Background: an optimization exercise with open tools, aiming at small area and few clock cycles per item. Do not read the settings as production practice. RTL that was checked went through simulation tests only; none was proved equivalent to the original.

==> 03-21: inputs <==
==> flow/design.v (excerpt) <==
module vector_mac_pipe #(
    parameter int DATA_W = 16,
    parameter int FRAC   = 12,
    parameter int LEN    = 3
) (
    input  logic                  clk,
    input  logic                  rst,
    input  logic                  in_valid,
    output logic                  in_ready,
    input  logic [LEN*DATA_W-1:0] in_a,
    input  logic [LEN*DATA_W-1:0] in_b,
    input  logic                  in_first,
    input  logic                  in_last,
    output logic                  out_valid,
    input  logic                  out_ready,
    output logic [DATA_W-1:0]     out_data
);
export LEC_CHECK = 0
export CAP_MARGIN = 20
export CORE_MARGIN = 2
export CORE_UTILIZATION = 40
export SLEW_MARGIN = 20
export SYNTH_HIERARCHICAL = 1
export SYNTH_MINIMUM_KEEP_SIZE = 0
create_clock -name core_clock -period 7.0 [get_ports {clk}]
standard.sh (not shown) runs the stock make flow with config.mk's settings and CLKGATE_MAP_FILE= SYNTH_SCRIPT=/design/flow/synth_recipe.tcl, a recipe that flattens the netlist after the stock synthesis.
==> flow/flow/run.sh <==
#!/bin/bash
# The standard layout, with the port buffers made of the smallest buffer
# cell instead of the one buffer_ports picks by default; repair_design still
# upsizes any that need it.
set -euo pipefail
export BUFFER_PORTS_ARGS="-buffer_cell sky130_fd_sc_hd__buf_1"
bash standard.sh > standard.log 2>&1
==> 06-22: changes against 03-21 <==
- CTS_BUF_LIST: not set -> sky130_fd_sc_hd__clkbuf_8
==> comparison <==
- 06-22 went through all stages and came out clean. 03-21 finished with timing, DRC and antenna clean.
- Between 03-21 and 06-22, the lower clock skew is in 03-21 (gap 0.0029 ns).
- Count of clock-buffer cells in the layout: 03-21 is higher than 06-22 (1).
- Global-route usage is about the same in 06-22 and 03-21.
- In wire length, 03-21 and 06-22 hardly differ.
- In 03-21 the via count is larger than in 06-22, by 0.27%.
- Non-clock buffer count is the same in 06-22 and 03-21.
- Against 03-21, the final area of 06-22 is lower by 0.52%.
- In critical path depth, 06-22 and 03-21 do not differ.
No functional check of the RTL was part of any run of this note.

* * *

==> run Z: inputs <==
vector_mac_pipe, a different RTL version from the one above (not shown whole).
Settings: LEC_CHECK=0, CAP_MARGIN=20, CORE_MARGIN=2, CORE_UTILIZATION=40, SLEW_MARGIN=20, SYNTH_HIERARCHICAL=1, SYNTH_MINIMUM_KEEP_SIZE=0; clock period 7.0 ns.
Scripts as last shown in full above: flow/flow/run.sh
==> inputs of run R, as changes to run Z <==
==> flow/run.sh (new file) <==
#!/bin/bash
# synth_recipe.tcl (not shown) runs the flow's synth.tcl, then flattens the netlist and writes it again
# the make line also repeats each setting of config.mk as NAME=value (left out here)
make -C /OpenROAD-flow-scripts/flow DESIGN_CONFIG=/design/flow/config.mk WORK_HOME=/design/flow/orfs CLKGATE_MAP_FILE= SYNTH_SCRIPT=/design/flow/synth_recipe.tcl finish
removed: flow/flow/run.sh
removed: flow/standard.sh
==> summary of the runs <==
Between run R and run Z, the lower cell area is in run Z (gap about 5%, measured against run Z).
In flip-flop and latch count, run R and run Z do not differ.
In run R the via count is higher than in run Z, by about 1.2%.
Maximum frequency: run Z is higher than run R (3.3%).
Against run R, the global-route usage of run Z is lower by 0.36 points.
In run Z the clock skew is lower than in run R, by 2.6 ps.
Between run R and run Z, the lower clock-buffer cell count is in run R (gap 2).
Of run R and run Z, run Z has the higher critical path depth (gap 1).
Testbench counts of run Z, summed over its fixed seeds: cycles 16,639, items 16,000.
Testbench counts of run R, summed over its fixed seeds: cycles 16,639, items 16,000.

* * *

==> inputs of lagoon <==
Another version of the RTL of vector_mac_pipe (not shown whole).
export LEC_CHECK = 0
export CAP_MARGIN = 20
export CORE_MARGIN = 2
export CORE_UTILIZATION = 40
export SLEW_MARGIN = 20
export SYNTH_HIERARCHICAL = 1
export SYNTH_MINIMUM_KEEP_SIZE = 0
create_clock -name core_clock -period 7.0 [get_ports {clk}]
==> flow/flow/run.sh <==
#!/bin/bash
# The standard layout, with the port buffers made of the smallest buffer
# cell instead of the one buffer_ports picks by default; repair_design still
# upsizes any that need it.
set -euo pipefail
export BUFFER_PORTS_ARGS="-buffer_cell sky130_fd_sc_hd__buf_1"
bash standard.sh > standard.log 2>&1
==> inputs of umber, as changes to lagoon <==
--- a/flow/design.v
+++ b/flow/design.v
@@ -1677,12 +1677,12 @@
     vmac_fa u_s431 (.a(c426), .b(s429), .c(c428), .s(s431), .co(c432));
     wire s433, c434;
     vmac_fa u_s433 (.a(p7), .b(p23), .c(p39), .s(s433), .co(c434));
     wire s435, c436;
     vmac_fa u_s435 (.a(p55), .b(p72), .c(c430), .s(s435), .co(c436));
-    wire s437, c438;
-    vmac_fa u_s437 (.a(s433), .b(s435), .c(c432), .s(s437), .co(c438));
+    wire s437 = s433 ^ s435;
+    wire c438 = s433 & s435;
     wire s439, c440;
     vmac_fa u_s439 (.a(p8), .b(p24), .c(p40), .s(s439), .co(c440));
     wire s441, c442;
     vmac_fa u_s441 (.a(p56), .b(c434), .c(s439), .s(s441), .co(c442));
     wire s443, c444;
@@ -1691,30 +1691,30 @@
     vmac_fa u_s445 (.a(p9), .b(p25), .c(p41), .s(s445), .co(c446));
     wire s447, c448;
     vmac_fa u_s447 (.a(p57), .b(p73), .c(p90), .s(s447), .co(c448));
     wire s449, c450;
     vmac_fa u_s449 (.a(c440), .b(s445), .c(s447), .s(s449), .co(c450));
-    wire s451, c452;
-    vmac_fa u_s451 (.a(c442), .b(s449), .c(c444), .s(s451), .co(c452));
+    wire s451 = c442 ^ s449;
+    wire c452 = c442 & s449;
     wire s453, c454;
     vmac_fa u_s453 (.a(p10), .b(p26), .c(p42), .s(s453), .co(c454));
     wire s455, c456;
     vmac_fa u_s455 (.a(p58), .b(p74), .c(c446), .s(s455), .co(c456));
     wire s457, c458;
     vmac_fa u_s457 (.a(c448), .b(s453), .c(c450), .s(s457), .co(c458));
     wire s459, c460;
-    vmac_fa u_s459 (.a(s455), .b(s457), .c(c452), .s(s459), .co(c460));
+    vmac_fa u_s459 (.a(s455), .b(c452), .c(s457), .s(s459), .co(c460));
     wire s461, c462;
     vmac_fa u_s461 (.a(p11), .b(p27), .c(p43), .s(s461), .co(c462));
     wire s463, c464;
     vmac_fa u_s463 (.a(p59), .b(p75), .c(p91), .s(s463), .co(c464));
     wire s465, c466;
     vmac_fa u_s465 (.a(p108), .b(c454), .c(s461), .s(s465), .co(c466));
     wire s467, c468;
     vmac_fa u_s467 (.a(s463), .b(c456), .c(s465), .s(s467), .co(c468));
-    wire s469, c470;
-    vmac_fa u_s469 (.a(c458), .b(s467), .c(c460), .s(s469), .co(c470));
+    wire s469 = c458 ^ s467;
+    wire c470 = c458 & s467;
     wire s471, c472;
     vmac_fa u_s471 (.a(p12), .b(p28), .c(p44), .s(s471), .co(c472));
     wire s473, c474;
     vmac_fa u_s473 (.a(p60), .b(p76), .c(p92), .s(s473), .co(c474));
     wire s475, c476;
@@ -1737,12 +1737,12 @@
     vmac_fa u_s491 (.a(c486), .b(s489), .c(c488), .s(s491), .co(c492));
     wire s493, c494;
     vmac_fa u_s493 (.a(p147), .b(p163), .c(p179), .s(s493), .co(c494));
     wire s495, c496;
     vmac_fa u_s495 (.a(p195), .b(p212), .c(c490), .s(s495), .co(c496));
-    wire s497, c498;
-    vmac_fa u_s497 (.a(s493), .b(s495), .c(c492), .s(s497), .co(c498));
+    wire s497 = s493 ^ s495;
+    wire c498 = s493 & s495;
     wire s499, c500;
     vmac_fa u_s499 (.a(p148), .b(p164), .c(p180), .s(s499), .co(c500));
     wire s501, c502;
     vmac_fa u_s501 (.a(p196), .b(c494), .c(s499), .s(s501), .co(c502));
     wire s503, c504;
@@ -1751,30 +1751,30 @@
     vmac_fa u_s505 (.a(p149), .b(p165), .c(p181), .s(s505), .co(c506));
     wire s507, c508;
     vmac_fa u_s507 (.a(p197), .b(p213), .c(p230), .s(s507), .co(c508));
     wire s509, c510;
     vmac_fa u_s509 (.a(c500), .b(s505), .c(s507), .s(s509), .co(c510));
-    wire s511, c512;
-    vmac_fa u_s511 (.a(c502), .b(s509), .c(c504), .s(s511), .co(c512));
+    wire s511 = c502 ^ s509;
+    wire c512 = c502 & s509;
     wire s513, c514;
     vmac_fa u_s513 (.a(p150), .b(p166), .c(p182), .s(s513), .co(c514));
     wire s515, c516;
     vmac_fa u_s515 (.a(p198), .b(p214), .c(c506), .s(s515), .co(c516));
     wire s517, c518;
     vmac_fa u_s517 (.a(c508), .b(s513), .c(c510), .s(s517), .co(c518));
     wire s519, c520;
-    vmac_fa u_s519 (.a(s515), .b(s517), .c(c512), .s(s519), .co(c520));
+    vmac_fa u_s519 (.a(s515), .b(c512), .c(s517), .s(s519), .co(c520));
     wire s521, c522;
     vmac_fa u_s521 (.a(p151), .b(p167), .c(p183), .s(s521), .co(c522));
     wire s523, c524;
     vmac_fa u_s523 (.a(p199), .b(p215), .c(p231), .s(s523), .co(c524));
     wire s525, c526;
     vmac_fa u_s525 (.a(p248), .b(c514), .c(s521), .s(s525), .co(c526));
     wire s527, c528;
     vmac_fa u_s527 (.a(s523), .b(c516), .c(s525), .s(s527), .co(c528));
-    wire s529, c530;
-    vmac_fa u_s529 (.a(c518), .b(s527), .c(c520), .s(s529), .co(c530));
+    wire s529 = c518 ^ s527;
+    wire c530 = c518 & s527;
     wire s531, c532;
     vmac_fa u_s531 (.a(p152), .b(p168), .c(p184), .s(s531), .co(c532));
     wire s533, c534;
     vmac_fa u_s533 (.a(p200), .b(p216), .c(p232), .s(s533), .co(c534));
     wire s535, c536;
@@ -1797,12 +1797,12 @@
     vmac_fa u_s551 (.a(c546), .b(s549), .c(c548), .s(s551), .co(c552));
     wire s553, c554;
     vmac_fa u_s553 (.a(p287), .b(p303), .c(p319), .s(s553), .co(c554));
     wire s555, c556;
     vmac_fa u_s555 (.a(p335), .b(p352), .c(c550), .s(s555), .co(c556));
-    wire s557, c558;
-    vmac_fa u_s557 (.a(s553), .b(s555), .c(c552), .s(s557), .co(c558));
+    wire s557 = s553 ^ s555;
+    wire c558 = s553 & s555;
     wire s559, c560;
     vmac_fa u_s559 (.a(p288), .b(p304), .c(p320), .s(s559), .co(c560));
     wire s561, c562;
     vmac_fa u_s561 (.a(p336), .b(c554), .c(s559), .s(s561), .co(c562));
     wire s563, c564;
@@ -1811,40 +1811,52 @@
     vmac_fa u_s565 (.a(p289), .b(p305), .c(p321), .s(s565), .co(c566));
     wire s567, c568;
     vmac_fa u_s567 (.a(p337), .b(p353), .c(p370), .s(s567), .co(c568));
     wire s569, c570;
     vmac_fa u_s569 (.a(c560), .b(s565), .c(s567), .s(s569), .co(c570));
-    wire s571, c572;
-    vmac_fa u_s571 (.a(c562), .b(s569), .c(c564), .s(s571), .co(c572));
+    wire s571 = c562 ^ s569;
+    wire c572 = c562 & s569;
     wire s573, c574;
     vmac_fa u_s573 (.a(p290), .b(p306), .c(p322), .s(s573), .co(c574));
     wire s575, c576;
     vmac_fa u_s575 (.a(p338), .b(p354), .c(c566), .s(s575), .co(c576));
     wire s577, c578;
     vmac_fa u_s577 (.a(c568), .b(s573), .c(c570), .s(s577), .co(c578));
     wire s579, c580;
-    vmac_fa u_s579 (.a(s575), .b(s577), .c(c572), .s(s579), .co(c580));
+    vmac_fa u_s579 (.a(s575), .b(c572), .c(s577), .s(s579), .co(c580));
     wire s581, c582;
     vmac_fa u_s581 (.a(p291), .b(p307), .c(p323), .s(s581), .co(c582));
     wire s583, c584;
     vmac_fa u_s583 (.a(p339), .b(p355), .c(p371), .s(s583), .co(c584));
     wire s585, c586;
     vmac_fa u_s585 (.a(p388), .b(c574), .c(s581), .s(s585), .co(c586));
     wire s587, c588;
     vmac_fa u_s587 (.a(s583), .b(c576), .c(s585), .s(s587), .co(c588));
-    wire s589, c590;
-    vmac_fa u_s589 (.a(c578), .b(s587), .c(c580), .s(s589), .co(c590));
+    wire s589 = c578 ^ s587;
+    wire c590 = c578 & s587;
     wire s591, c592;
     vmac_fa u_s591 (.a(p292), .b(p308), .c(p324), .s(s591), .co(c592));
     wire s593, c594;
     vmac_fa u_s593 (.a(p340), .b(p356), .c(p372), .s(s593), .co(c594));
     wire s595, c596;
     vmac_fa u_s595 (.a(c582), .b(c584), .c(s591), .s(s595), .co(c596));
     wire s597, c598;
     vmac_fa u_s597 (.a(s593), .b(c586), .c(s595), .s(s597), .co(c598));
     wire s599 = c588 ^ s597;
     wire c600 = c588 & s597;
+    wire [11:0] lx0 = {c470, c460, s459, c444, s443, c432, s431, s427, s423, s421, p2, p1};
+    wire [11:0] ly0 = {s479, s469, 1'b0, s451, 1'b0, s437, 1'b0, 1'b0, 1'b0, 1'b0, 1'b0, p18};
+    wire [12:0] lz0 = {1'b0, lx0} + {1'b0, ly0};
+    assign lc[0] = lz0[12];
+    wire [11:0] lx1 = {c530, c520, s519, c504, s503, c492, s491, s487, s483, s481, p142, p141};
+    wire [11:0] ly1 = {s539, s529, 1'b0, s511, 1'b0, s497, 1'b0, 1'b0, 1'b0, 1'b0, 1'b0, p158};
+    wire [12:0] lz1 = {1'b0, lx1} + {1'b0, ly1};
+    assign lc[1] = lz1[12];
+    wire [11:0] lx2 = {c590, c580, s579, c564, s563, c552, s551, s547, s543, s541, p282, p281};
+    wire [11:0] ly2 = {s599, s589, 1'b0, s571, 1'b0, s557, 1'b0, 1'b0, 1'b0, 1'b0, 1'b0, p298};
+    wire [12:0] lz2 = {1'b0, lx2} + {1'b0, ly2};
+    assign lc[2] = lz2[12];
     wire s601, c602;
     vmac_fa u_s601 (.a(p13), .b(p29), .c(p45), .s(s601), .co(c602));
     wire s603, c604;
     vmac_fa u_s603 (.a(p61), .b(p77), .c(p93), .s(s603), .co(c604));
     wire s605, c606;
@@ -2089,12 +2101,12 @@
     vmac_fa u_s843 (.a(s837), .b(c798), .c(c800), .s(s843), .co(c844));
     wire s845, c846;
     vmac_fa u_s845 (.a(s839), .b(c802), .c(s841), .s(s845), .co(c846));
     wire s847, c848;
     vmac_fa u_s847 (.a(c804), .b(s843), .c(s845), .s(s847), .co(c848));
-    wire s849, c850;
-    vmac_fa u_s849 (.a(c806), .b(s847), .c(c808), .s(s849), .co(c850));
+    wire s849 = c806 ^ s847;
+    wire c850 = c806 & s847;
     wire s851, c852;
     vmac_fa u_s851 (.a(p35), .b(p51), .c(p67), .s(s851), .co(c852));
     wire s853, c854;
     vmac_fa u_s853 (.a(p83), .b(p99), .c(p115), .s(s853), .co(c854));
     wire s855, c856;
@@ -2351,24 +2363,12 @@
     vmac_fa u_s1105 (.a(s1099), .b(s1101), .c(c1090), .s(s1105), .co(c1106));
     wire s1107, c1108;
     vmac_fa u_s1107 (.a(c1092), .b(s1103), .c(c1094), .s(s1107), .co(c1108));
     wire s1109, c1110;
     vmac_fa u_s1109 (.a(s1105), .b(c1096), .c(s1107), .s(s1109), .co(c1110));
-    wire [11:0] lx0 = {c470, s469, s459, s451, s443, s437, s431, s427, s423, s421, p2, p1};
-    wire [11:0] ly0 = {s479, 1'b0, 1'b0, 1'b0, 1'b0, 1'b0, 1'b0, 1'b0, 1'b0, 1'b0, 1'b0, p18};
-    wire [12:0] lz0 = {1'b0, lx0} + {1'b0, ly0};
-    assign lc[0] = lz0[12];
-    wire [11:0] lx1 = {c530, s529, s519, s511, s503, s497, s491, s487, s483, s481, p142, p141};
-    wire [11:0] ly1 = {s539, 1'b0, 1'b0, 1'b0, 1'b0, 1'b0, 1'b0, 1'b0, 1'b0, 1'b0, 1'b0, p158};
-    wire [12:0] lz1 = {1'b0, lx1} + {1'b0, ly1};
-    assign lc[1] = lz1[12];
-    wire [11:0] lx2 = {c590, s589, s579, s571, s563, s557, s551, s547, s543, s541, p282, p281};
-    wire [11:0] ly2 = {s599, 1'b0, 1'b0, 1'b0, 1'b0, 1'b0, 1'b0, 1'b0, 1'b0, 1'b0, 1'b0, p298};
-    wire [12:0] lz2 = {1'b0, lx2} + {1'b0, ly2};
-    assign lc[2] = lz2[12];
-    assign hx = {c1098 ^ s1109, c1082, c1064, c1042, c1018, c990, c960, c926, c890, c850, s849, c764, c720, c676, c638, s637};
-    assign hy = {s1097, s1081, s1063, s1041, s1017, s989, s959, s925, s889, 1'b0, s807, s763, s719, s675, 1'b0};
+    assign hx = {c1098 ^ s1109, c1082, c1064, c1042, c1018, c990, c960, c926, c890, c850, c808, c764, c720, c676, c638, s637};
+    assign hy = {s1097, s1081, s1063, s1041, s1017, s989, s959, s925, s889, s849, s807, s763, s719, s675, 1'b0};
     wire p1111 = base[0];
     wire p1112 = base[1];
     wire p1113 = base[2];
     wire p1114 = base[3];
     wire p1115 = base[4];
@@ -2423,32 +2423,32 @@
     vmac_fa u_s1163 (.a(s1_hx[9]), .b(s1_hy[9]), .c(p1120), .s(s1163), .co(c1164));
     wire s1165, c1166;
     vmac_fa u_s1165 (.a(c1160), .b(s1163), .c(c1162), .s(s1165), .co(c1166));
     wire s1167, c1168;
     vmac_fa u_s1167 (.a(s1_hx[10]), .b(s1_hy[10]), .c(p1121), .s(s1167), .co(c1168));
-    wire s1169, c1170;
-    vmac_fa u_s1169 (.a(c1164), .b(s1167), .c(c1166), .s(s1169), .co(c1170));
+    wire s1169 = c1164 ^ s1167;
+    wire c1170 = c1164 & s1167;
     wire s1171, c1172;
     vmac_fa u_s1171 (.a(s1_hx[11]), .b(s1_hy[11]), .c(p1122), .s(s1171), .co(c1172));
     wire s1173, c1174;
     vmac_fa u_s1173 (.a(c1168), .b(s1171), .c(c1170), .s(s1173), .co(c1174));
     wire s1175, c1176;
     vmac_fa u_s1175 (.a(s1_hx[12]), .b(s1_hy[12]), .c(p1123), .s(s1175), .co(c1176));
-    wire s1177 = c1172 ^ s1175;
-    wire c1178 = c1172 & s1175;
+    wire s1177, c1178;
+    vmac_fa u_s1177 (.a(c1172), .b(s1175), .c(c1174), .s(s1177), .co(c1178));
     wire s1179, c1180;
     vmac_fa u_s1179 (.a(s1_hx[13]), .b(s1_hy[13]), .c(p1124), .s(s1179), .co(c1180));
     wire s1181, c1182;
     vmac_fa u_s1181 (.a(c1176), .b(s1179), .c(c1178), .s(s1181), .co(c1182));
     wire s1183, c1184;
     vmac_fa u_s1183 (.a(s1_hx[14]), .b(s1_hy[14]), .c(p1125), .s(s1183), .co(c1184));
     wire s1185, c1186;
     vmac_fa u_s1185 (.a(c1180), .b(s1183), .c(c1182), .s(s1185), .co(c1186));
     wire s1187, c1188;
     vmac_fa u_s1187 (.a(s1_hx[15]), .b(p1126), .c(c1184), .s(s1187), .co(c1188));
-    wire [15:0] zx = {c1186, s1185, s1181, c1174, s1173, s1169, s1165, s1161, s1157, s1153, s1149, c1142, s1141, s1137, s1133, s1127};
-    wire [15:0] zy = {s1187, 1'b0, 1'b0, s1177, 1'b0, 1'b0, 1'b0, 1'b0, 1'b0, 1'b0, 1'b0, s1145, 1'b0, 1'b0, 1'b0, s1129};
+    wire [15:0] zx = {c1186, s1185, s1181, s1177, s1173, c1166, s1165, s1161, s1157, s1153, s1149, c1142, s1141, s1137, s1133, s1127};
+    wire [15:0] zy = {s1187, 1'b0, 1'b0, 1'b0, 1'b0, s1169, 1'b0, 1'b0, 1'b0, 1'b0, 1'b0, s1145, 1'b0, 1'b0, 1'b0, s1129};
     assign nxt = zx + zy;
     logic s1_valid, s1_first, s1_last;
     logic pend, zb, take, can2, out_free, move, direct;
     assign out_free = !out_valid || out_ready;
     assign can2     = !pend || out_free;
Settings changed: CORE_UTILIZATION 40 to 58, CTS_BUF_LIST from default to sky130_fd_sc_hd__clkbuf_8, GPL_TIMING_DRIVEN from default to 0.
==> summary.md <==
| Metric | Value |
|---|---|
| Well-Tap Cells | `546` |
| WL final | `51.9 mm` |
| First-pass GRT wire length | `80.1 mm` |
| Outcome | `no timing/DRC/antenna violations` |
| Rel. slew slack | `38.5%` |
| Synth cell count leaders | `xnor2_1 (389), o22ai_1 (378), fa_1 (372), edfxtp_1 (66), inv_1 (52)` |
[end of results for lagoon]
==> summary.md <==
| Metric | Value |
|---|---|
| Synth cell count leaders | `xnor2_1 (384), o22ai_1 (378), fa_1 (362), edfxtp_1 (67), inv_1 (52)` |
| WL final | `roughly 50 mm` |
| First-pass GRT wire length | `79.6 mm` |
| Rel. slew slack | `35.5%` |
| Outcome | `no timing/DRC/antenna violations` |
| Multi-input combinational area share | `81.1%` |
| Well-Tap Cells | `slightly below 400` |
[end of results for umber]
Testbench counts of lagoon, summed over its fixed seeds: cycles 16,639, items 16,000.
Testbench counts of umber, summed over its fixed seeds: cycles 16,639, items 16,000.

separate check: timing with driven ports:
No port has a modelled driver above. Below, the same layouts with a new extraction and two added sets of constraints. Step 1 sets driving cells, clkbuf_16 on the clock port and buf_2 on the other inputs (assumed; they add their load-dependent delay and slew). Step 2 adds t to the input delays and takes it off the output delays; t is the mean of the earliest and latest rising clock arrival at the registers after step 1. Input paths then give back, and output paths get back, about the clock's delay inside the block. Three values: no drivers, after step 1, after step 2; two values: the first two.
run | t, ns | slack for setup (ns) | worst setup path after step 2
03-21 | 0.368 | 0.798 / 0.814 / 0.446 | input to register
06-22 | 0.394 | 0.800 / 0.819 / 0.425 | input to register
run Z | 0.367 | 0.421 / 0.438 / 0.070 | input to register
run R | 0.359 | 0.202 / 0.216 / -0.143 | input to register
lagoon | 0.377 | 0.510 / 0.536 / 0.159 | input to register
umber | 0.384 | 0.309 / 0.322 / -0.061 | input to register
Met with ideal ports but missed after step 2: setup timing in run R and umber. For 06-22, which loses most, drivers alone change the setup slack by +0.019 ns; drivers and shift together by -0.375 ns.
